Background: an optimization exercise with open tools, aiming at small area, a short achievable clock period and few clock cycles per item. Do not read the settings as production practice. At most, simulation tests tie the RTL to the original design; equivalence was not proved. Power is estimated from default activity; no workload was simulated.

// soc_axi_regfile
module soc_axi_regfile #(
  parameter int TAGW      = 16,
  parameter int MEM_BYTES = 64,
  parameter int NUM_LOG   = 2,
  parameter int ADDRW     = 13
) (
  input  logic                   aclk,
  input  logic                   rst,
  input  logic                   arvalid,
  output logic                   arready,
  input  logic [31:0]            araddr,
  input  logic [TAGW-1:0]        arid,
  input  logic [7:0]             arlen,
  input  logic [1:0]             arburst,
  input  logic [2:0]             arsize,
  output logic                   rvalid,
  input  logic                   rready,
  output logic [31:0]            rdata,
  output logic [1:0]             rresp,
  output logic [TAGW-1:0]        rid,
  output logic                   rlast,
  input  logic                   awvalid,
  output logic                   awready,
  input  logic [31:0]            awaddr,
  input  logic [TAGW-1:0]        awid,
  input  logic [7:0]             awlen,
  input  logic [1:0]             awburst,
  input  logic [2:0]             awsize,
  input  logic                   wvalid,
  output logic                   wready,
  input  logic [31:0]            wdata,
  input  logic [3:0]             wstrb,
  input  logic                   wlast,
  output logic                   bvalid,
  input  logic                   bready,
  output logic [1:0]             bresp,
  ...
Size: ~1600 cells after synthesis, about 690 flip-flops, ~610 I/O pins, about 27000 sq um of cells after synthesis.
clock: 4.0 ns
lec_check: 0
abc_clock_period_in_ps: 2000
cap_margin: 20
core_margin: 2
core_utilization: 55
cts_cluster_diameter: 60
cts_cluster_size: 30
place_density: 0.7
setup_slack_margin: 1.9
slew_margin: 20
standard.sh (not shown) runs the stock make flow with config.mk's settings and CLKGATE_MAP_FILE= SYNTH_SCRIPT=/design/flow/synth_recipe.tcl, a recipe that flattens the netlist after the stock synthesis.
==> flow/flow/run.sh <==
#!/bin/bash
# Standard ORFS layout; only the port buffers use a small plain buffer cell.
set -euo pipefail
export BUFFER_PORTS_ARGS="-buffer_cell sky130_fd_sc_hd__buf_1"
bash standard.sh > flow.log 2>&1
Change:
--- a/flow/design.v
+++ b/flow/design.v
@@ -274,13 +274,13 @@
       wh_bad_q   <= aw_bad;
       wh_id_q    <= awid;
     end else if (w_hs) begin
       wh_err_q <= wh_err_q | ~wh_ok_q;
       if (!wh_fixed_q) begin
         wh_addr_q <= w_addr_nxt;
-        wh_ok_q   <= ~wh_bad_q & ((wh_ok_q & (wh_addr_q[MWW-1:0] != '1)) | (wh_addr_q == '1));
+        wh_ok_q   <= ~wh_bad_q & (w_addr_nxt[WAW-1:MWW] == '0);
       end
     end
     if (w_hs & wh_last_q) begin
       berr_q <= wh_err_q | ~wh_ok_q;
       bid_q  <= wh_id_q;
     end
Synthesized area grows by 0.44%. Total power drops by 1.2%. Sequential share of layout area increases by 0.27 points. Clock skew climbs by 0.0082 ns. Cell area went down by 0.43%. First-iteration DRC count went up by about 5.6%. Utilization went down by 0.43 points. Fmax climbs by about 1.2%. Critical path depth shrinks by 2. Routed wire length barely changes. Worst hold slack gets better by 0.011 ns.
Testbench counts after the change, summed over its fixed seeds: cycles 11,649, items 2,560.
The RTL of the first run of this note was laid out without a check of its function.

* * *

job 101:
Another version of the RTL of soc_axi_regfile (not shown whole).
For scale: ~1700 cells after synthesis, ~730 flip-flops.
// soc_axi_regfile
module soc_axi_regfile #(
  parameter int TAGW      = 16,
  parameter int MEM_BYTES = 64,
  parameter int NUM_LOG   = 2,
  parameter int ADDRW     = 13
) (
  input  logic                   aclk,
  input  logic                   rst,
  input  logic                   arvalid,
  output logic                   arready,
  input  logic [31:0]            araddr,
  input  logic [TAGW-1:0]        arid,
  input  logic [7:0]             arlen,
  input  logic [1:0]             arburst,
  input  logic [2:0]             arsize,
  output logic                   rvalid,
  input  logic                   rready,
  output logic [31:0]            rdata,
  output logic [1:0]             rresp,
  output logic [TAGW-1:0]        rid,
  output logic                   rlast,
  input  logic                   awvalid,
  output logic                   awready,
  input  logic [31:0]            awaddr,
  input  logic [TAGW-1:0]        awid,
  input  logic [7:0]             awlen,
  input  logic [1:0]             awburst,
  input  logic [2:0]             awsize,
  input  logic                   wvalid,
  output logic                   wready,
  input  logic [31:0]            wdata,
  input  logic [3:0]             wstrb,
  input  logic                   wlast,
  output logic                   bvalid,
  input  logic                   bready,
  output logic [1:0]             bresp,
  output logic [TAGW-1:0]        bid,
  input  logic [31:0]            gpio_in,
  output logic [31:0]            gpio_out,
  output logic [31:0]            pauser,
  output logic [255:0]           cptra_obf_key,
  input  logic [8*NUM_LOG-1:0]   log_char,
  input  logic [NUM_LOG-1:0]     log_empty,
  input  logic [NUM_LOG-1:0]     log_full,
  output logic [NUM_LOG-1:0]     log_rd
);
==> flow/config.mk <==
export PLATFORM = sky130hd
export DESIGN_NAME = soc_axi_regfile
export DESIGN_NICKNAME = soc_axi_regfile
export VERILOG_FILES = /design/flow/design.v
export SDC_FILE = /design/flow/constraint.sdc
export NUM_CORES = 4
export LEC_CHECK = 0
export ABC_CLOCK_PERIOD_IN_PS = 2000
export CAP_MARGIN = 20
export CORE_MARGIN = 2
export CORE_UTILIZATION = 55
export CTS_CLUSTER_DIAMETER = 60
export CTS_CLUSTER_SIZE = 30
export PLACE_DENSITY = 0.7
export SETUP_SLACK_MARGIN = 1.9
export SLEW_MARGIN = 20
==> flow/constraint.sdc <==
create_clock -name core_clock -period 4.0 [get_ports {aclk}]
set_input_delay 0.8000 -clock core_clock [delete_from_list [all_inputs] [get_ports {aclk}]]
set_output_delay 0.8000 -clock core_clock [all_outputs]
set_load 0.01 [all_outputs]
Scripts as last shown in full above: flow/flow/run.sh
Every stage of the flow completed for job 101, and the final layout passed the timing, design-rule and antenna checks.
For job 102, these inputs were changed with respect to job 101:
--- a/flow/design.v
+++ b/flow/design.v
@@ -89,12 +89,13 @@
   logic            rvalid_q;
   logic [31:0]     rdata_q;
   logic            rerr_q;
   logic [TAGW-1:0] rid_q;
   logic            rlast_q;
   logic [NUM_LOG-1:0] rpop_q;
+  logic [NUM_LOG-1:0] log_rd_q;
   logic            ar_hs;
   logic            ar_bad;
   logic            ar_fixed;
   logic            r_free;
   logic            r_gen;
   logic            r_adv;
@@ -116,13 +117,13 @@
     end
     r_block = 1'b0;
     for (int n = 0; n < NUM_LOG; n++) begin
       r_data[8:0] = r_data[8:0] | ({9{rh_ld_q[n]}} & {~log_empty[n], log_char[8*n +: 8]});
       r_data[1:0] = r_data[1:0] | ({2{rh_ls_q[n]}} & {log_full[n], log_empty[n]});
       r_pop[n]    = rh_ld_q[n] & ~log_empty[n];
-      r_block     = r_block | (rh_ld_q[n] & rvalid_q & rpop_q[n]);
+      r_block     = r_block | (rh_ld_q[n] & ((rvalid_q & rpop_q[n]) | log_rd_q[n]));
     end
   end
   assign r_gen      = rh_v_q & r_free & ~r_block;
   assign r_adv      = ~rh_v_q | (r_gen & rh_last_q);    
   assign r_addr_nxt = rh_fixed_q ? rh_addr_q : rh_addr_q + WAW'(1);
   logic r_at_top, r_at_logm1;
@@ -153,24 +154,26 @@
     if (rst) begin
       rh_v_q    <= 1'b0;
       rt_v_q    <= 1'b0;
       arready_q <= 1'b1;
       rvalid_q  <= 1'b0;
       rpop_q    <= '0;
+      log_rd_q  <= '0;
     end else begin
       if (r_adv) begin
         rh_v_q <= rt_v_q | ar_hs;
         rt_v_q <= rt_v_q & ar_hs;
         arready_q <= ~(rt_v_q & ar_hs);
       end else begin
         rt_v_q <= rt_v_q | ar_hs;
         arready_q <= ~(rt_v_q | ar_hs);
       end
       if (r_free) rvalid_q <= r_gen;
       if (r_gen) rpop_q <= r_pop;
       else if (r_free) rpop_q <= '0;
+      log_rd_q <= (rvalid_q & rready) ? rpop_q : '0;
     end
   end
   always_ff @(posedge aclk) begin
     if (r_adv) begin
       {rh_ok_q, rh_ls_q, rh_ld_q, rh_sel_q} <= r_dec_new;
       if (rt_v_q) begin
@@ -326,13 +329,13 @@
   assign arready  = arready_q;
   assign rvalid   = rvalid_q;
   assign rdata    = rdata_q;
   assign rresp    = {rerr_q, 1'b0};
   assign rid      = rid_q;
   assign rlast    = rlast_q;
-  assign log_rd   = {NUM_LOG{rvalid_q & rready & ~rst}} & rpop_q;
+  assign log_rd   = log_rd_q;
   assign awready  = awready_q;
   assign wready   = wready_q;
   assign bvalid   = bvalid_q;
   assign bresp    = {berr_q, 1'b0};
   assign bid      = bid_q;
   assign gpio_out = mem_q[0];
==> run notes <==
Number of port buffers: job 102 vs job 101 identical
Re fraction of area in registers: job 101 was higher than job 102.
Job 102 has diode insertion count for antenna repair below what job 101 had.
Job 101 → job 102: power per cell area was more or less identical; worst setup slack now larger.
Post-synthesis share of cell area spent on xor and xnor gates across job 102 and job 101: no real change.
Testbench counts of job 102, summed over its fixed seeds: cycles 11,516, items 2,560.
Function not checked in job 101: the RTL went through the layout flow alone.

* * *

The RTL this note starts from:
==> flow/design.v <==
`default_nettype none
module soc_axi_regfile #(
  parameter int TAGW      = 16,
  parameter int MEM_BYTES = 64,
  parameter int NUM_LOG   = 2,
  parameter int ADDRW     = 13
) (
  input  logic                   aclk,
  input  logic                   rst,
  input  logic                   arvalid,
  output logic                   arready,
  input  logic [31:0]            araddr,
  input  logic [TAGW-1:0]        arid,
  input  logic [7:0]             arlen,
  input  logic [1:0]             arburst,
  input  logic [2:0]             arsize,
  output logic                   rvalid,
  input  logic                   rready,
  output logic [31:0]            rdata,
  output logic [1:0]             rresp,
  output logic [TAGW-1:0]        rid,
  output logic                   rlast,
  input  logic                   awvalid,
  output logic                   awready,
  input  logic [31:0]            awaddr,
  input  logic [TAGW-1:0]        awid,
  input  logic [7:0]             awlen,
  input  logic [1:0]             awburst,
  input  logic [2:0]             awsize,
  input  logic                   wvalid,
  output logic                   wready,
  input  logic [31:0]            wdata,
  input  logic [3:0]             wstrb,
  input  logic                   wlast,
  output logic                   bvalid,
  input  logic                   bready,
  output logic [1:0]             bresp,
  output logic [TAGW-1:0]        bid,
  input  logic [31:0]            gpio_in,
  output logic [31:0]            gpio_out,
  output logic [31:0]            pauser,
  output logic [255:0]           cptra_obf_key,
  input  logic [8*NUM_LOG-1:0]   log_char,
  input  logic [NUM_LOG-1:0]     log_empty,
  input  logic [NUM_LOG-1:0]     log_full,
  output logic [NUM_LOG-1:0]     log_rd
);
  localparam int          NW            = MEM_BYTES / 4;    
  localparam int          WAW           = ADDRW - 2;        
  localparam int          MWW           = $clog2(NW);
  localparam logic [1:0]  C_BURST_FIXED = 2'b00;
  localparam logic [1:0]  C_BURST_WRAP  = 2'b10;
  localparam logic [WAW-1:0] C_LOG_WBASE = WAW'(32'h1000 >> 2);
  logic w_unused;
  assign w_unused = ^{araddr[31:ADDRW], araddr[1:0], awaddr[31:ADDRW], awaddr[1:0], wlast};
  logic [NW-1:0][31:0] mem_q;
  logic            rh_v_q, rt_v_q;
  logic [WAW-1:0]  rh_addr_q, rt_addr_q;
  logic [7:0]      rh_rem_q, rt_len_q;
  logic            rh_fixed_q, rt_fixed_q;
  logic            rh_bad_q, rt_bad_q;
  logic [TAGW-1:0] rh_id_q, rt_id_q;
  logic            arready_q;
  logic            rvalid_q;
  logic [31:0]     rdata_q;
  logic            rerr_q;
  logic [TAGW-1:0] rid_q;
  logic            rlast_q;
  logic [NUM_LOG-1:0] rpop_q;
  logic [NUM_LOG-1:0] log_rd_q;
  logic            ar_hs;
  logic            ar_bad;
  logic            r_free;
  logic            r_gen;
  logic            r_hlast;
  logic            r_adv;
  logic [31:0]     r_data;
  logic            r_err;
  logic [NUM_LOG-1:0] r_pop;
  logic            r_block;
  assign ar_hs  = arvalid & arready_q;
  assign ar_bad = (arsize != 3'd2) || (arburst == C_BURST_WRAP);
  assign r_free = ~rvalid_q | rready;
  always_comb begin
    r_data  = 32'h0;
    r_err   = 1'b1;
    r_pop   = '0;
    r_block = 1'b0;
    if (!rh_bad_q) begin
      if (rh_addr_q[WAW-1:MWW] == '0) begin
        r_err = 1'b0;
        if (rh_addr_q[MWW-1:0] == MWW'(2)) r_data = gpio_in;
        else                                r_data = mem_q[rh_addr_q[MWW-1:0]];
      end else begin
        for (int n = 0; n < NUM_LOG; n++) begin
          if (rh_addr_q[WAW-1:1] == (C_LOG_WBASE[WAW-1:1] | (WAW-1)'(n))) begin
            r_err = 1'b0;
            if (rh_addr_q[0]) begin
              r_data = {30'h0, log_full[n], log_empty[n]};
            end else begin
              r_data   = {23'h0, ~log_empty[n], log_char[8*n +: 8]};
              r_pop[n] = ~log_empty[n];
              r_block  = (rvalid_q & rpop_q[n]) | log_rd_q[n];
            end
          end
        end
      end
    end
  end
  assign r_gen   = rh_v_q & r_free & ~r_block;
  assign r_hlast = (rh_rem_q == 8'h0);
  assign r_adv   = ~rh_v_q | (r_gen & r_hlast);    
  always_ff @(posedge aclk) begin
    if (rst) begin
      rh_v_q    <= 1'b0;
      rt_v_q    <= 1'b0;
      arready_q <= 1'b1;
      rvalid_q  <= 1'b0;
      rpop_q    <= '0;
      log_rd_q  <= '0;
    end else begin
      if (r_adv) begin
        rh_v_q <= rt_v_q | ar_hs;
        rt_v_q <= rt_v_q & ar_hs;
        arready_q <= ~(rt_v_q & ar_hs);
      end else begin
        rt_v_q <= rt_v_q | ar_hs;
        arready_q <= ~(rt_v_q | ar_hs);
      end
      if (r_free) rvalid_q <= r_gen;
      if (r_gen) rpop_q <= r_pop;
      else if (r_free) rpop_q <= '0;
      log_rd_q <= (rvalid_q & rready) ? rpop_q : '0;
    end
  end
  always_ff @(posedge aclk) begin
    if (r_adv) begin
      if (rt_v_q) begin
        rh_addr_q  <= rt_addr_q;
        rh_rem_q   <= rt_len_q;
        rh_fixed_q <= rt_fixed_q;
        rh_bad_q   <= rt_bad_q;
        rh_id_q    <= rt_id_q;
      end else begin
        rh_addr_q  <= araddr[ADDRW-1:2];
        rh_rem_q   <= arlen;
        rh_fixed_q <= (arburst == C_BURST_FIXED);
        rh_bad_q   <= ar_bad;
        rh_id_q    <= arid;
      end
    end else if (r_gen) begin
      rh_rem_q <= rh_rem_q - 8'h1;
      if (!rh_fixed_q) rh_addr_q <= rh_addr_q + WAW'(1);
    end
    if (ar_hs) begin
      rt_addr_q  <= araddr[ADDRW-1:2];
      rt_len_q   <= arlen;
      rt_fixed_q <= (arburst == C_BURST_FIXED);
      rt_bad_q   <= ar_bad;
      rt_id_q    <= arid;
    end
    if (r_gen) begin
      rdata_q <= r_data;
      rerr_q  <= r_err;
      rid_q   <= rh_id_q;
      rlast_q <= r_hlast;
    end
  end
  logic            wh_v_q, wt_v_q;
  logic [WAW-1:0]  wh_addr_q, wt_addr_q;
  logic [7:0]      wh_rem_q, wt_len_q;
  logic            wh_fixed_q, wt_fixed_q;
  logic            wh_bad_q, wt_bad_q;
  logic            wh_err_q;
  logic [TAGW-1:0] wh_id_q, wt_id_q;
  logic            awready_q;
  logic            wready_q;
  logic            bvalid_q;
  logic            berr_q;
  logic [TAGW-1:0] bid_q;
  logic            aw_hs;
  logic            aw_bad;
  logic            w_hs;
  logic            w_hlast;
  logic            w_adv;
  logic            w_inrange;
  logic            w_wr;
  logic            wh_v_d, wt_v_d, bvalid_d;
  logic [7:0]      wh_rem_d;
  assign aw_hs     = awvalid & awready_q;
  assign aw_bad    = (awsize != 3'd2) || (awburst == C_BURST_WRAP);
  assign w_hs      = wvalid & wready_q;
  assign w_hlast   = (wh_rem_q == 8'h0);
  assign w_adv     = ~wh_v_q | (w_hs & w_hlast);
  assign w_inrange = (wh_addr_q[WAW-1:MWW] == '0);
  assign w_wr      = w_hs & ~wh_bad_q & w_inrange;
  always_comb begin
    if (w_adv) begin
      wh_v_d   = wt_v_q | aw_hs;
      wt_v_d   = wt_v_q & aw_hs;
      wh_rem_d = wt_v_q ? wt_len_q : awlen;
    end else begin
      wh_v_d   = wh_v_q;
      wt_v_d   = wt_v_q | aw_hs;
      wh_rem_d = w_hs ? wh_rem_q - 8'h1 : wh_rem_q;
    end
    bvalid_d = (bvalid_q & ~bready) | (w_hs & w_hlast);
  end
  always_ff @(posedge aclk) begin
    if (rst) begin
      wh_v_q    <= 1'b0;
      wt_v_q    <= 1'b0;
      awready_q <= 1'b1;
      wready_q  <= 1'b0;
      bvalid_q  <= 1'b0;
    end else begin
      wh_v_q    <= wh_v_d;
      wt_v_q    <= wt_v_d;
      awready_q <= ~wt_v_d;
      wready_q  <= wh_v_d & ((wh_rem_d != 8'h0) | ~bvalid_d);
      bvalid_q  <= bvalid_d;
    end
  end
  always_ff @(posedge aclk) begin
    wh_rem_q <= wh_rem_d;
    if (w_adv) begin
      wh_err_q <= 1'b0;
      if (wt_v_q) begin
        wh_addr_q  <= wt_addr_q;
        wh_fixed_q <= wt_fixed_q;
        wh_bad_q   <= wt_bad_q;
        wh_id_q    <= wt_id_q;
      end else begin
        wh_addr_q  <= awaddr[ADDRW-1:2];
        wh_fixed_q <= (awburst == C_BURST_FIXED);
        wh_bad_q   <= aw_bad;
        wh_id_q    <= awid;
      end
    end else if (w_hs) begin
      wh_err_q <= wh_err_q | wh_bad_q | ~w_inrange;
      if (!wh_fixed_q) wh_addr_q <= wh_addr_q + WAW'(1);
    end
    if (aw_hs) begin
      wt_addr_q  <= awaddr[ADDRW-1:2];
      wt_len_q   <= awlen;
      wt_fixed_q <= (awburst == C_BURST_FIXED);
      wt_bad_q   <= aw_bad;
      wt_id_q    <= awid;
    end
    if (w_hs & w_hlast) begin
      berr_q <= wh_err_q | wh_bad_q | ~w_inrange;
      bid_q  <= wh_id_q;
    end
  end
  logic [31:0] w_lane;
  assign w_lane = rst ? 32'h0 : wdata;
  for (genvar gw = 0; gw < NW; gw++) begin : g_word
    if (gw == 2) begin : g_hole
      assign mem_q[gw] = 32'h0;
    end else begin : g_store
      for (genvar gb = 0; gb < 4; gb++) begin : g_byte
        logic en;
        assign en = rst | (w_wr & wstrb[gb] & (wh_addr_q[MWW-1:0] == MWW'(gw)));
        always_ff @(posedge aclk) begin
          if (en) mem_q[gw][8*gb +: 8] <= w_lane[8*gb +: 8];
        end
      end
    end
  end
  assign arready  = arready_q;
  assign rvalid   = rvalid_q;
  assign rdata    = rdata_q;
  assign rresp    = {rerr_q, 1'b0};
  assign rid      = rid_q;
  assign rlast    = rlast_q;
  assign log_rd   = log_rd_q;
  assign awready  = awready_q;
  assign wready   = wready_q;
  assign bvalid   = bvalid_q;
  assign bresp    = {berr_q, 1'b0};
  assign bid      = bid_q;
  assign gpio_out = mem_q[0];
  assign pauser   = mem_q[3];
  for (genvar gi = 0; gi < 8; gi++) begin : g_key
    assign cptra_obf_key[32*gi +: 32] = mem_q[8+gi];
  end
endmodule
`default_nettype wire
clock: 4.0 ns
lec_check: 0
cap_margin: 20
core_margin: 2
core_utilization: 40
place_density: 0.6
slew_margin: 20
run.sh (not shown) runs the stock make flow with config.mk's settings and CLKGATE_MAP_FILE= SYNTH_SCRIPT=/design/flow/synth_recipe.tcl, a recipe that flattens the netlist after the stock synthesis.
Stock flow here: none of the scripts above is used.
Testbench counts at the start, summed over its fixed seeds: cycles 11,516, items 2,560.
Next try:
--- a/flow/design.v
+++ b/flow/design.v
@@ -80,23 +80,35 @@
   logic            r_block;
   assign ar_hs  = arvalid & arready_q;
   assign ar_bad = (arsize != 3'd2) || (arburst == C_BURST_WRAP);
   assign r_free = ~rvalid_q | rready;
+  logic            s_v;
+  logic [WAW-1:0]  s_addr;
+  logic [7:0]      s_rem;
+  logic            s_fixed, s_bad;
+  logic [TAGW-1:0] s_id;
+  always_comb begin
+    if (rh_v_q) begin
+      s_v = 1'b1; s_addr = rh_addr_q; s_rem = rh_rem_q; s_fixed = rh_fixed_q; s_bad = rh_bad_q; s_id = rh_id_q;
+    end else begin
+      s_v = ar_hs; s_addr = araddr[ADDRW-1:2]; s_rem = arlen; s_fixed = (arburst == C_BURST_FIXED); s_bad = ar_bad; s_id = arid;
+    end
+  end
   always_comb begin
     r_data  = 32'h0;
     r_err   = 1'b1;
     r_pop   = '0;
     r_block = 1'b0;
-    if (!rh_bad_q) begin
-      if (rh_addr_q[WAW-1:MWW] == '0) begin
+    if (!s_bad) begin
+      if (s_addr[WAW-1:MWW] == '0) begin
         r_err = 1'b0;
-        if (rh_addr_q[MWW-1:0] == MWW'(2)) r_data = gpio_in;
-        else                                r_data = mem_q[rh_addr_q[MWW-1:0]];
+        if (s_addr[MWW-1:0] == MWW'(2)) r_data = gpio_in;
+        else                                r_data = mem_q[s_addr[MWW-1:0]];
       end else begin
         for (int n = 0; n < NUM_LOG; n++) begin
-          if (rh_addr_q[WAW-1:1] == (C_LOG_WBASE[WAW-1:1] | (WAW-1)'(n))) begin
+          if (s_addr[WAW-1:1] == (C_LOG_WBASE[WAW-1:1] | (WAW-1)'(n))) begin
             r_err = 1'b0;
-            if (rh_addr_q[0]) begin
+            if (s_addr[0]) begin
               r_data = {30'h0, log_full[n], log_empty[n]};
             end else begin
               r_data   = {23'h0, ~log_empty[n], log_char[8*n +: 8]};
               r_pop[n] = ~log_empty[n];
@@ -106,11 +118,11 @@
         end
       end
     end
   end
-  assign r_gen   = rh_v_q & r_free & ~r_block;
-  assign r_hlast = (rh_rem_q == 8'h0);
-  assign r_adv   = ~rh_v_q | (r_gen & r_hlast);    
+  assign r_gen   = s_v & r_free & ~r_block;
+  assign r_hlast = (s_rem == 8'h0);
+  assign r_adv   = rh_v_q & r_gen & r_hlast;       
   always_ff @(posedge aclk) begin
     if (rst) begin
       rh_v_q    <= 1'b0;
       rt_v_q    <= 1'b0;
@@ -118,9 +130,12 @@
       rvalid_q  <= 1'b0;
       rpop_q    <= '0;
       log_rd_q  <= '0;
     end else begin
-      if (r_adv) begin
+      if (!rh_v_q) begin
+        rh_v_q <= ar_hs & ~(r_gen & r_hlast);
+        arready_q <= 1'b1;
+      end else if (r_adv) begin
         rh_v_q <= rt_v_q | ar_hs;
         rt_v_q <= rt_v_q & ar_hs;
         arready_q <= ~(rt_v_q & ar_hs);
       end else begin
@@ -133,9 +148,15 @@
       log_rd_q <= (rvalid_q & rready) ? rpop_q : '0;
     end
   end
   always_ff @(posedge aclk) begin
-    if (r_adv) begin
+    if (!rh_v_q) begin
+      rh_addr_q  <= (r_gen && !s_fixed) ? s_addr + WAW'(1) : s_addr;
+      rh_rem_q   <= r_gen ? s_rem - 8'h1 : s_rem;
+      rh_fixed_q <= s_fixed;
+      rh_bad_q   <= s_bad;
+      rh_id_q    <= s_id;
+    end else if (r_adv) begin
       if (rt_v_q) begin
         rh_addr_q  <= rt_addr_q;
         rh_rem_q   <= rt_len_q;
         rh_fixed_q <= rt_fixed_q;
@@ -161,9 +182,9 @@
     end
     if (r_gen) begin
       rdata_q <= r_data;
       rerr_q  <= r_err;
-      rid_q   <= rh_id_q;
+      rid_q   <= s_id;
       rlast_q <= r_hlast;
     end
   end
   logic            wh_v_q, wt_v_q;
Final cell count rose by roughly a tenth. Utilization rises by 0.33 points. Flip-flop and latch count is unchanged. Synthesized area came out higher by a few percent. Total power shrinks slightly. Wire length went up by roughly a tenth. Design area went up by a few percent. Register-to-register slack degrades by 0.11 ns. Worst hold slack hardly moves. Worst setup slack loses 0.11 ns.
Testbench counts after the change, summed over its fixed seeds: cycles 11,226, items 2,560.

[afterwards: timing with drivers on the ports]
In the flow no input, the clock included, has a driving cell. The finished layouts below were timed again as built, in two steps.
Step 1 (the two cells are an assumption about what drives the block):
set clk [get_ports {aclk}]
set_driving_cell -lib_cell sky130_fd_sc_hd__clkbuf_16 $clk
set_driving_cell -lib_cell sky130_fd_sc_hd__buf_2 [delete_from_list [all_inputs] $clk]
Step 2 moves the port delays by t, midway between the first and last clock arrival at a register: inputs arrive t later, outputs are due t later. That takes back most of the time a late clock gives input paths.
Slacks: ideal ports / drivers / drivers and shift; pairs: ideal ports / drivers.
run	shift t [ns]	setup WS [ns]	clock arrival spread, ns	worst data-port slew with drivers (ns)
the first run of note 1	0.655	1.867 / 1.737 / 1.268	0.037 / 0.037	0.19
the second run of note 1	0.653	1.893 / 1.722 / 1.320	0.042 / 0.043	0.24
job 101	0.667	1.869 / 1.706 / 1.198	0.038 / 0.038	0.21
job 102	0.661	1.913 / 1.850 / 1.300	0.026 / 0.026	0.10
the first run of note 3	0.675	0.837 / 0.837 / 0.717	0.034 / 0.034	0.14
the second run of note 3	0.681	0.728 / 0.728 / 0.147	0.060 / 0.060	0.11
After both steps every run listed still meets setup and hold. The setup slack of job 101, which loses most, moves by -0.163 ns with the drivers and by -0.671 ns with both steps.
